What follows belongs to an exercise in optimizing a design on an open flow for small area and a short achievable clock period; a production flow would make more cautious choices.
At most, simulation tests tie the RTL to the original design; equivalence was not proved.
Power and IR drop assume default switching activity.

==> 02-24: inputs <==
==> flow/design.v <==
`default_nettype none
package flash_pkg;
  localparam logic [7:0] FLASH_OP_READ = 8'h03;
  typedef struct packed {
    logic [7:0]  opcode;
    logic [23:0] addr;       
  } flash_cmd_fields_t;
  typedef union packed {
    flash_cmd_fields_t f;
    logic [3:0][7:0]   bytes;
  } flash_cmd_u;
  typedef enum logic [2:0] {
    CMD,
    ADDR_HI,
    ADDR_MID,
    ADDR_LO,
    DUMMY,
    DATA_HI,
    DATA_LO
  } reader_phase_e;
endpackage
`default_nettype wire
`default_nettype none
package imem_pkg;
  localparam int INSTR_W = 16;
  typedef logic [INSTR_W-1:0] instr_t;
  typedef logic [6-1:0] iaddr_t;
endpackage
`default_nettype wire
`default_nettype none
`timescale 1ns/1ps
module spi_flash_reader (
  input  logic       clk,
  input  logic       rst_n,
  input  logic       clken,
  output logic       ins,        
  output logic [3:0] bit_j,      
  output logic       ready,
  output logic       spi_cs,
  output logic       spi_sclk,
  output logic       spi_mosi,
  input  logic       spi_miso
);
  localparam logic [10:0] HDR_START = 11'd2008;
  localparam logic [10:0] LAST_BIT  = 11'd1023;
  localparam logic [5:0]  WAIT0     = 6'd47;
  logic [10:0] q;
  logic        got;        
  logic        last;       
  logic [5:0]  wait_n;     
  logic        fall;
  logic        done;
  logic        data_fall;
  logic        active;
  logic        mosi_next;
  logic        got_n;
  logic [10:0] q_n;
  logic [5:0]  wait_nn;
  assign bit_j  = q[3:0];
  assign active = !ready && !spi_cs;
  assign done      = clken && active && last && (got || ins);
  assign fall      = clken && active && spi_sclk && (q[10] || ((got || ins) && !last));
  assign data_fall = fall && !q[10];
  assign mosi_next = (q == HDR_START + 11'd5) || (q == HDR_START + 11'd6) ||
                     (q == HDR_START + 11'd10);
  assign q_n     = fall ? q + 11'd1 : q;
  assign got_n   = !fall && (got || ins);
  assign wait_nn = !data_fall ? wait_n + 6'd1 :
                   ((q[4:0] == 5'h1f) ? wait_n - 6'd2 : wait_n - 6'd1);
  always_ff @(posedge clk) begin
    if (!rst_n) begin
      q        <= HDR_START;
      got      <= 1'b0;
      last     <= 1'b0;
      wait_n   <= WAIT0;
      ins      <= 1'b0;
      ready    <= 1'b0;
      spi_cs   <= 1'b1;
      spi_sclk <= 1'b1;
      spi_mosi <= 1'b0;
    end else begin
      q      <= q_n;
      got    <= got_n;
      wait_n <= wait_nn;
      if (fall) begin
        last <= (q == LAST_BIT - 11'd1);
      end
      ins <= !done && (active || (clken && spi_cs && !ready)) && !q_n[10] && !got_n &&
             (wait_nn == 6'd0);
      if (done) begin
        ready    <= 1'b1;
        spi_cs   <= 1'b1;
        spi_sclk <= 1'b1;
      end else if (clken && !ready) begin
        if (spi_cs) begin
          spi_cs   <= 1'b0;            
          spi_sclk <= 1'b0;
          spi_mosi <= 1'b0;
        end else if (!spi_sclk) begin
          spi_sclk <= 1'b1;
        end else if (fall) begin
          spi_sclk <= 1'b0;
          spi_mosi <= mosi_next;
        end
      end
    end
  end
endmodule
`default_nettype wire
`default_nettype none
`timescale 1ns/1ps
module imem_bank #(
  parameter int INS = 0
) (
  input  logic                    clk,
  input  logic                    ins,      
  input  logic                    din,
  input  logic [7:0]              sel_lo,   
  input  logic [7:0]              sel_hi,   
  input  logic                    hold,     
  output logic                    fbit      
);
  logic [64-1:0] ring;
  logic [7:0]                   grp;
  logic                         fbit_d;
  always_ff @(posedge clk) begin
    ring <= {ring[64-2:0], ring[64-1]};
    if (ins) begin
      ring[INS] <= din;
    end
  end
  for (genvar g = 0; g < 8; g++) begin : g_grp
    imem_andor8 u_grp (
      .sel (sel_lo),
      .d   (ring[8*g +: 8]),
      .y   (grp[g])
    );
  end
  imem_andor u_out (
    .sel (sel_hi),
    .d   (grp),
    .keep(hold),
    .q   (fbit),
    .y   (fbit_d)
  );
  always_ff @(posedge clk) begin
    fbit <= fbit_d;
  end
endmodule
module imem_andor8 (
  input  logic [7:0] sel,
  input  logic [7:0] d,
  output logic       y
);
  assign y = |(sel & d);
endmodule
module imem_andor (
  input  logic [7:0] sel,
  input  logic [7:0] d,
  input  logic       keep,
  input  logic       q,
  output logic       y
);
  assign y = |(sel & d) | (keep & q);
endmodule
`default_nettype wire
`default_nettype none
`timescale 1ns/1ps
module boot_rom (
  input  logic             clk,
  input  logic             rst_n,
  input  logic             clken,
  input  imem_pkg::iaddr_t fetch_addr,
  output imem_pkg::instr_t instruction,
  output logic             ready,
  input  logic             spi_miso,
  output logic             spi_cs,
  output logic             spi_sclk,
  output logic             spi_mosi
);
  localparam logic [5:0] PHASE0 = 6'd46;
  imem_pkg::iaddr_t phase, phase_n;
  logic [3:0]       dlo, dhi;
  logic [2:0]       a_lo, a_hi;
  localparam int DEC_LANES = 4;
  logic [imem_pkg::INSTR_W/DEC_LANES-1:0][7:0] sel_lo, sel_hi;
  logic [7:0]       late;
  logic             take;
  logic             hold;
  logic             ins;
  logic [3:0]       bit_j;
  assign a_lo = fetch_addr[3:1];
  assign a_hi = {fetch_addr[0], fetch_addr[5:4]};
  assign phase_n = !rst_n ? PHASE0 : phase + 6'd1;
  function automatic logic [3:0] diff_bits(input logic [2:0] p);
    diff_bits = {p[2] ^ (p[1:0] != 2'd3), p[2] ^ !p[1], p[2] ^ (p[1:0] == 2'd0), p[1] ^ !p[0]};
  endfunction
  always_ff @(posedge clk) begin
    phase <= phase_n;
    dlo   <= diff_bits(phase_n[2:0]);
    dhi   <= diff_bits(phase_n[5:3]);
    for (int x = 1; x < 8; x++) begin
      late[x] <= (3'(x) > phase_n[2:0]);    
    end
  end
  assign late[0] = 1'b0;
  for (genvar k = 0; k < imem_pkg::INSTR_W / DEC_LANES; k++) begin : g_dec
    imem_addr_dec u_dec (
      .a_lo  (a_lo),
      .a_hi  (a_hi),
      .phase (phase),
      .dlo   (dlo),
      .dhi   (dhi),
      .late  (late),
      .take  (take),
      .sel_lo(sel_lo[k]),
      .sel_hi(sel_hi[k])
    );
  end
  assign take = rst_n && clken && ready;
  assign hold = rst_n && !(clken && ready);
  spi_flash_reader u_reader (
    .clk     (clk),
    .rst_n   (rst_n),
    .clken   (clken),
    .ins     (ins),
    .bit_j   (bit_j),
    .ready   (ready),
    .spi_cs  (spi_cs),
    .spi_sclk(spi_sclk),
    .spi_mosi(spi_mosi),
    .spi_miso(spi_miso)
  );
  for (genvar b = 0; b < imem_pkg::INSTR_W; b++) begin : g_lane
    imem_bank #(.INS(2 * (imem_pkg::INSTR_W - 1 - b))) u_lane (
      .clk (clk),
      .ins (ins && (bit_j == 4'(imem_pkg::INSTR_W - 1 - b))),
      .din (spi_miso),
      .sel_lo(sel_lo[b / DEC_LANES]),
      .sel_hi(sel_hi[b / DEC_LANES]),
      .hold  (hold),
      .fbit  (instruction[b])
    );
  end
endmodule
module imem_addr_dec (
  input  logic [2:0] a_lo,
  input  logic [2:0] a_hi,
  input  logic [5:0] phase,
  input  logic [3:0] dlo,
  input  logic [3:0] dhi,
  input  logic [7:0] late,     
  input  logic       take,
  output logic [7:0] sel_lo,
  output logic [7:0] sel_hi
);
  logic [7:0] hi0, a_lo_hot;
  logic       borrow;
  function automatic logic [2:0] minus(input logic [2:0] p, input logic [3:0] d, input int x);
    logic b2;
    case (x % 4)
      0: b2 = p[2];
      1: b2 = d[1];
      2: b2 = d[2];
      default: b2 = d[3];
    endcase
    minus = {b2 ^ 1'((x / 4) % 2), ((x % 2) ? d[0] : p[1]) ^ 1'((x / 2) % 2), p[0] ^ 1'(x % 2)};
  endfunction
  always_comb begin
    for (int x = 0; x < 8; x++) begin
      sel_lo[x]   = (a_lo == minus(phase[2:0], dlo, x));    
      hi0[x]      = (a_hi == minus(phase[5:3], dhi, x));    
      a_lo_hot[x] = (a_lo == 3'(x));
    end
  end
  assign borrow = |(a_lo_hot & late);
  assign sel_hi = take ? (borrow ? {hi0[0], hi0[7:1]} : hi0) : 8'h00;
endmodule
`default_nettype wire
==> flow/run.sh <==
#!/bin/bash
# synth_recipe.tcl (not shown) runs the flow's synth.tcl, then flattens the netlist and writes it again
# the make line also repeats each setting of config.mk as NAME=value (left out here)
make -C /OpenROAD-flow-scripts/flow DESIGN_CONFIG=/design/flow/config.mk WORK_HOME=/design/flow/orfs CLKGATE_MAP_FILE= SYNTH_SCRIPT=/design/flow/synth_recipe.tcl finish
==> flow/config.mk <==
export PLATFORM = sky130hd
export DESIGN_NAME = boot_rom
export DESIGN_NICKNAME = boot_rom
export VERILOG_FILES = /design/flow/design.v
export SDC_FILE = /design/flow/constraint.sdc
export NUM_CORES = 4
export LEC_CHECK = 0
export CAP_MARGIN = 20
export CORE_MARGIN = 2
export CORE_UTILIZATION = 65
export CTS_CLUSTER_DIAMETER = 100
export CTS_CLUSTER_SIZE = 30
export SETUP_SLACK_MARGIN = 2.0
export SLEW_MARGIN = 20
export SYNTH_HIERARCHICAL = 1
==> flow/constraint.sdc <==
create_clock -name core_clock -period 4.0 [get_ports {clk}]
set_input_delay 0.8000 -clock core_clock [delete_from_list [all_inputs] [get_ports {clk}]]
set_output_delay 0.8000 -clock core_clock [all_outputs]
set_load 0.01 [all_outputs]
==> 05-02: changes against 02-24 <==
==> flow/design.v, changed modules only <==
module boot_rom (
  input  logic             clk,
  input  logic             rst_n,
  input  logic             clken,
  input  imem_pkg::iaddr_t fetch_addr,
  output imem_pkg::instr_t instruction,
  output logic             ready,
  input  logic             spi_miso,
  output logic             spi_cs,
  output logic             spi_sclk,
  output logic             spi_mosi
);
  localparam logic [5:0] PHASE0 = 6'd46;
  imem_pkg::iaddr_t phase, phase_n;
  logic [3:0]       dlo, dhi;
  logic [2:0]       a_lo, a_hi;
  logic [7:0]       sel_lo, sel_hi, hi0, late;
  logic             take;
  logic             hold;
  logic             ins;
  logic [3:0]       bit_j;
  assign a_lo = fetch_addr[3:1];
  assign a_hi = {fetch_addr[0], fetch_addr[5:4]};
  assign phase_n = !rst_n ? PHASE0 : phase + 6'd1;
  function automatic logic [3:0] diff_bits(input logic [2:0] p);
    diff_bits = {p[2] ^ (p[1:0] != 2'd3), p[2] ^ !p[1], p[2] ^ (p[1:0] == 2'd0), p[1] ^ !p[0]};
  endfunction
  always_ff @(posedge clk) begin
    phase <= phase_n;
    dlo   <= diff_bits(phase_n[2:0]);
    dhi   <= diff_bits(phase_n[5:3]);
    for (int x = 1; x < 8; x++) begin
      late[x] <= (3'(x) > phase_n[2:0]);    
    end
  end
  assign late[0] = 1'b0;
  imem_addr_dec u_dec (
    .a_lo  (a_lo),
    .a_hi  (a_hi),
    .phase (phase),
    .dlo   (dlo),
    .dhi   (dhi),
    .late  (late),
    .take  (take),
    .sel_lo(sel_lo),
    .sel_hi(sel_hi)
  );
  assign take = rst_n && clken && ready;
  assign hold = rst_n && !(clken && ready);
  spi_flash_reader u_reader (
    .clk     (clk),
    .rst_n   (rst_n),
    .clken   (clken),
    .ins     (ins),
    .bit_j   (bit_j),
    .ready   (ready),
    .spi_cs  (spi_cs),
    .spi_sclk(spi_sclk),
    .spi_mosi(spi_mosi),
    .spi_miso(spi_miso)
  );
  for (genvar b = 0; b < imem_pkg::INSTR_W; b++) begin : g_lane
    imem_bank #(.INS(2 * (imem_pkg::INSTR_W - 1 - b))) u_lane (
      .clk (clk),
      .ins (ins && (bit_j == 4'(imem_pkg::INSTR_W - 1 - b))),
      .din (spi_miso),
      .sel_lo(sel_lo),
      .sel_hi(sel_hi),
      .hold  (hold),
      .fbit  (instruction[b])
    );
  end
endmodule
module imem_addr_dec (
  input  logic [2:0] a_lo,
  input  logic [2:0] a_hi,
  input  logic [5:0] phase,
  input  logic [3:0] dlo,
  input  logic [3:0] dhi,
  input  logic [7:0] late,     
  input  logic       take,
  output logic [7:0] sel_lo,
  output logic [7:0] sel_hi
);
  logic [7:0] hi0, a_lo_hot;
  logic       borrow;
  function automatic logic [2:0] minus(input logic [2:0] p, input logic [3:0] d, input int x);
    logic b2;
    case (x % 4)
      0: b2 = p[2];
      1: b2 = d[1];
      2: b2 = d[2];
      default: b2 = d[3];
    endcase
    minus = {b2 ^ 1'((x / 4) % 2), ((x % 2) ? d[0] : p[1]) ^ 1'((x / 2) % 2), p[0] ^ 1'(x % 2)};
  endfunction
  always_comb begin
    for (int x = 0; x < 8; x++) begin
      sel_lo[x]   = (a_lo == minus(phase[2:0], dlo, x));    
      hi0[x]      = (a_hi == minus(phase[5:3], dhi, x));    
      a_lo_hot[x] = (a_lo == 3'(x));
    end
  end
  imem_andor8 u_borrow (
    .sel(a_lo_hot),
    .d  (late),
    .y  (borrow)
  );
  imem_hsel u_hsel (
    .hi0   (hi0),
    .borrow(borrow),
    .take  (take),
    .sel_hi(sel_hi)
  );
endmodule
module imem_hsel (
  input  logic [7:0] hi0,
  input  logic       borrow,
  input  logic       take,
  output logic [7:0] sel_hi
);
  logic take0, take1;
  assign take0 = take && !borrow;
  assign take1 = take && borrow;
  always_comb begin
    for (int g = 0; g < 8; g++) begin
      sel_hi[g] = (take0 && hi0[g]) || (take1 && hi0[(g + 1) % 8]);
    end
  end
endmodule
PLACE_DENSITY = 0.75   (was default)
SETUP_SLACK_MARGIN = 1.9   (was 2.0)
TNS_END_PERCENT = 10   (was default)
==> 03-01: changes against 02-24 <==
==> flow/design.v, changed modules only <==
module spi_flash_reader (
  input  logic                    clk,
  input  logic                    rst_n,
  input  logic                    clken,
  output logic                    ins,        
  output logic [3:0]              bit_j,      
  output logic                    ready,
  output logic                    spi_cs,
  output logic                    spi_sclk,
  output logic                    spi_mosi,
  input  logic                    spi_miso
);
  localparam logic [10:0] HDR_START = 11'd2008;
  localparam logic [10:0] LAST_BIT  = 11'd1023;
  localparam logic [5:0]  W0        = 6'd47;
  logic [10:0] q;
  logic        got;       
  logic [5:0]  w;         
  logic        data;
  logic        fall;
  logic        done;
  logic        word_end;
  logic        mosi_next;
  assign data     = !q[10];
  assign bit_j    = q[3:0];
  assign ins      = !ready && !spi_cs && data && !got && (w == {1'b0, q[3:0], 1'b0});
  assign done     = clken && !ready && !spi_cs && (q == LAST_BIT) && (got || ins);
  assign fall     = clken && !ready && !spi_cs && spi_sclk && !done && (!data || got || ins);
  assign word_end = data && (q[3:0] == 4'hf);
  assign mosi_next = (q == HDR_START + 11'd5) || (q == HDR_START + 11'd6) ||
                     (q == HDR_START + 11'd10);
  always_ff @(posedge clk) begin
    if (!rst_n) begin
      w        <= W0;
      q        <= HDR_START;
      got      <= 1'b0;
      ready    <= 1'b0;
      spi_cs   <= 1'b1;
      spi_sclk <= 1'b1;
      spi_mosi <= 1'b0;
    end else begin
      if (fall && word_end) begin
        w <= w + (q[4] ? 6'd32 : 6'd33);
      end else begin
        w <= w + 6'd1;
      end
      if (ins) begin
        got <= 1'b1;
      end
      if (done) begin
        ready    <= 1'b1;
        spi_cs   <= 1'b1;
        spi_sclk <= 1'b1;
      end else if (clken && !ready) begin
        if (spi_cs) begin
          spi_cs   <= 1'b0;            
          spi_sclk <= 1'b0;
          spi_mosi <= 1'b0;
        end else if (!spi_sclk) begin
          spi_sclk <= 1'b1;
        end else if (fall) begin
          spi_sclk <= 1'b0;
          spi_mosi <= mosi_next;
          q        <= q + 11'd1;
          got      <= 1'b0;
        end
      end
    end
  end
endmodule
module imem_bank #(
  parameter int INS = 0
) (
  input  logic                    clk,
  input  logic                    ins,      
  input  logic                    din,
  input  logic [7:0][7:0]         sel_hi,   
  input  logic [7:0]              sel_lo,   
  output logic                    rbit
);
  logic [64-1:0] ring;
  always_ff @(posedge clk) begin
    ring <= {ring[64-2:0], ring[64-1]};
    if (ins) begin
      ring[INS] <= din;
    end
  end
  logic [7:0] grp;
  always_comb begin
    for (int r = 0; r < 8; r++) begin
      grp[r] = 1'b0;
      for (int h = 0; h < 8; h++) begin
        grp[r] = grp[r] | (sel_hi[r][h] & ring[8*h + r]);
      end
    end
  end
  assign rbit = |(sel_lo & grp);
endmodule
module boot_rom (
  input  logic             clk,
  input  logic             rst_n,
  input  logic             clken,
  input  imem_pkg::iaddr_t fetch_addr,
  output imem_pkg::instr_t instruction,
  output logic             ready,
  input  logic             spi_miso,
  output logic             spi_cs,
  output logic             spi_sclk,
  output logic             spi_mosi
);
  localparam logic [5:0] PHASE0 = 6'd46;
  imem_pkg::iaddr_t phase, phase_n;
  logic [3:0]       dlo, dhi;
  logic [2:0]       a_lo, a_hi;
  logic [7:0]       sel_lo, hi0, late;
  logic [7:0][7:0]  sel_hi;
  logic             ins;
  logic [3:0]       bit_j;
  imem_pkg::instr_t rd;
  assign a_lo = fetch_addr[3:1];
  assign a_hi = {fetch_addr[0], fetch_addr[5:4]};
  assign phase_n = !rst_n ? PHASE0 : phase + 6'd1;
  function automatic logic [3:0] diff_bits(input logic [2:0] p);
    diff_bits = {p[2] ^ (p[1:0] != 2'd3), p[2] ^ !p[1], p[2] ^ (p[1:0] == 2'd0), p[1] ^ !p[0]};
  endfunction
  always_ff @(posedge clk) begin
    phase <= phase_n;
    dlo   <= diff_bits(phase_n[2:0]);
    dhi   <= diff_bits(phase_n[5:3]);
    for (int x = 0; x < 8; x++) begin
      late[x] <= (3'(x) > phase_n[2:0]);    
    end
  end
  function automatic logic [2:0] minus(input logic [2:0] p, input logic [3:0] d, input int x);
    logic b2;
    case (x % 4)
      0: b2 = p[2];
      1: b2 = d[1];
      2: b2 = d[2];
      default: b2 = d[3];
    endcase
    minus = {b2 ^ 1'((x / 4) % 2), ((x % 2) ? d[0] : p[1]) ^ 1'((x / 2) % 2), p[0] ^ 1'(x % 2)};
  endfunction
  always_comb begin
    for (int x = 0; x < 8; x++) begin
      sel_lo[x] = (a_lo == minus(phase[2:0], dlo, x));    
      hi0[x]    = (a_hi == minus(phase[5:3], dhi, x));    
    end
  end
  always_comb begin
    for (int r = 0; r < 8; r++) begin
      sel_hi[r] = late[r] ? {hi0[0], hi0[7:1]} : hi0;
    end
  end
  always_ff @(posedge clk) begin
    if (!rst_n) begin
      instruction <= '0;
    end else if (clken && ready) begin
      instruction <= rd;
    end
  end
  spi_flash_reader u_reader (
    .clk     (clk),
    .rst_n   (rst_n),
    .clken   (clken),
    .ins     (ins),
    .bit_j   (bit_j),
    .ready   (ready),
    .spi_cs  (spi_cs),
    .spi_sclk(spi_sclk),
    .spi_mosi(spi_mosi),
    .spi_miso(spi_miso)
  );
  for (genvar b = 0; b < imem_pkg::INSTR_W; b++) begin : g_lane
    imem_bank #(.INS(2 * (imem_pkg::INSTR_W - 1 - b))) u_lane (
      .clk (clk),
      .ins (ins && (bit_j == 4'(imem_pkg::INSTR_W - 1 - b))),
      .din (spi_miso),
      .sel_lo(sel_lo),
      .sel_hi(sel_hi),
      .rbit(rd[b])
    );
  end
endmodule
// module imem_andor8 removed
// module imem_andor removed
// module imem_addr_dec removed
CTS_CLUSTER_DIAMETER = default   (was 100)
CTS_CLUSTER_SIZE = default   (was 30)
==> qor summary <==
	02-24	03-01	05-02
Antenna violations before repair	1	8	0
Layout cell share with drive strength beyond 1	0.226	0.273	0.105
Outcome	complete, no violations	complete, no violations	complete, no violations
Initial Utilization	0.657	0.659	0.660
Power in the clock group	5.18 mW	9.94 mW	5.15 mW
HPWL after DPL	40,400 µm	67,500 µm	35,300 µm
Total non-filler cell area in the finished layout	37,000 µm²	39,400 µm²	33,100 µm²
Area added between synthesis and finish	20.8%	31.4%	13.0%
Sequential cell area in the final layout	21,800 µm²	21,800 µm²	21,800 µm²
Clock-cell share of area	0.0313	0.0865	0.0349
Pin count of the biggest net entering global routing	35	32	81
Worst min-delay path endpoint	g_lane[9].u_lane.ring[2]	g_lane[14].u_lane.ring[35]	g_lane[8].u_lane.ring[53]
Cells after synthesis	2,276	2,205	2,114
Minimum setup slack in the final design	1.56 ns	1.16 ns	1.65 ns
WL/cell	26.9 µm	39.5 µm	25.8 µm
Routed wl met2	39,100 µm	52,700 µm	33,800 µm
Tot GR Track Use	0.320	0.518	0.307
Slowest cell delay on critical path	0.40 ns	0.39 ns	0.55 ns
Tcrit/Tclk final	0.611	0.711	0.586
Testbench counts of 05-02, summed over its fixed seeds: boot cycles 51,816.
The RTL of 02-24 and 03-01 was laid out without a check of its function.

## afterwards: timing with drivers on the ports
The flow's constraints put no driver on any port. The routed layouts listed below were extracted and timed again, unchanged, in two steps.
Step 1 sets driving cells, clkbuf_16 on the clock port and buf_2 on the other inputs (assumed; they add their load-dependent delay and slew).
Step 2 moves the port delays by t, midway between the first and last clock arrival at a register: inputs arrive t later, outputs are due t later. That takes back most of the time a late clock gives input paths.
Slacks: ideal ports / drivers / drivers and shift; pairs: ideal ports / drivers.
| run | t, ns | setup slack, ns | clock arrival spread, ns |
|---|---|---|---|
| 02-24 | 0.671 | 1.556 / 1.556 / 0.972 | 0.049 / 0.049 |
| 05-02 | 0.652 | 1.655 / 1.600 / 1.144 | 0.040 / 0.040 |
| 03-01 | 0.728 | 1.157 / 1.157 / 0.529 | 0.035 / 0.035 |
After both steps every run listed still meets setup and hold. The setup slack of 03-01, which loses most, moves by 0.000 ns with the drivers and by -0.628 ns with both steps.
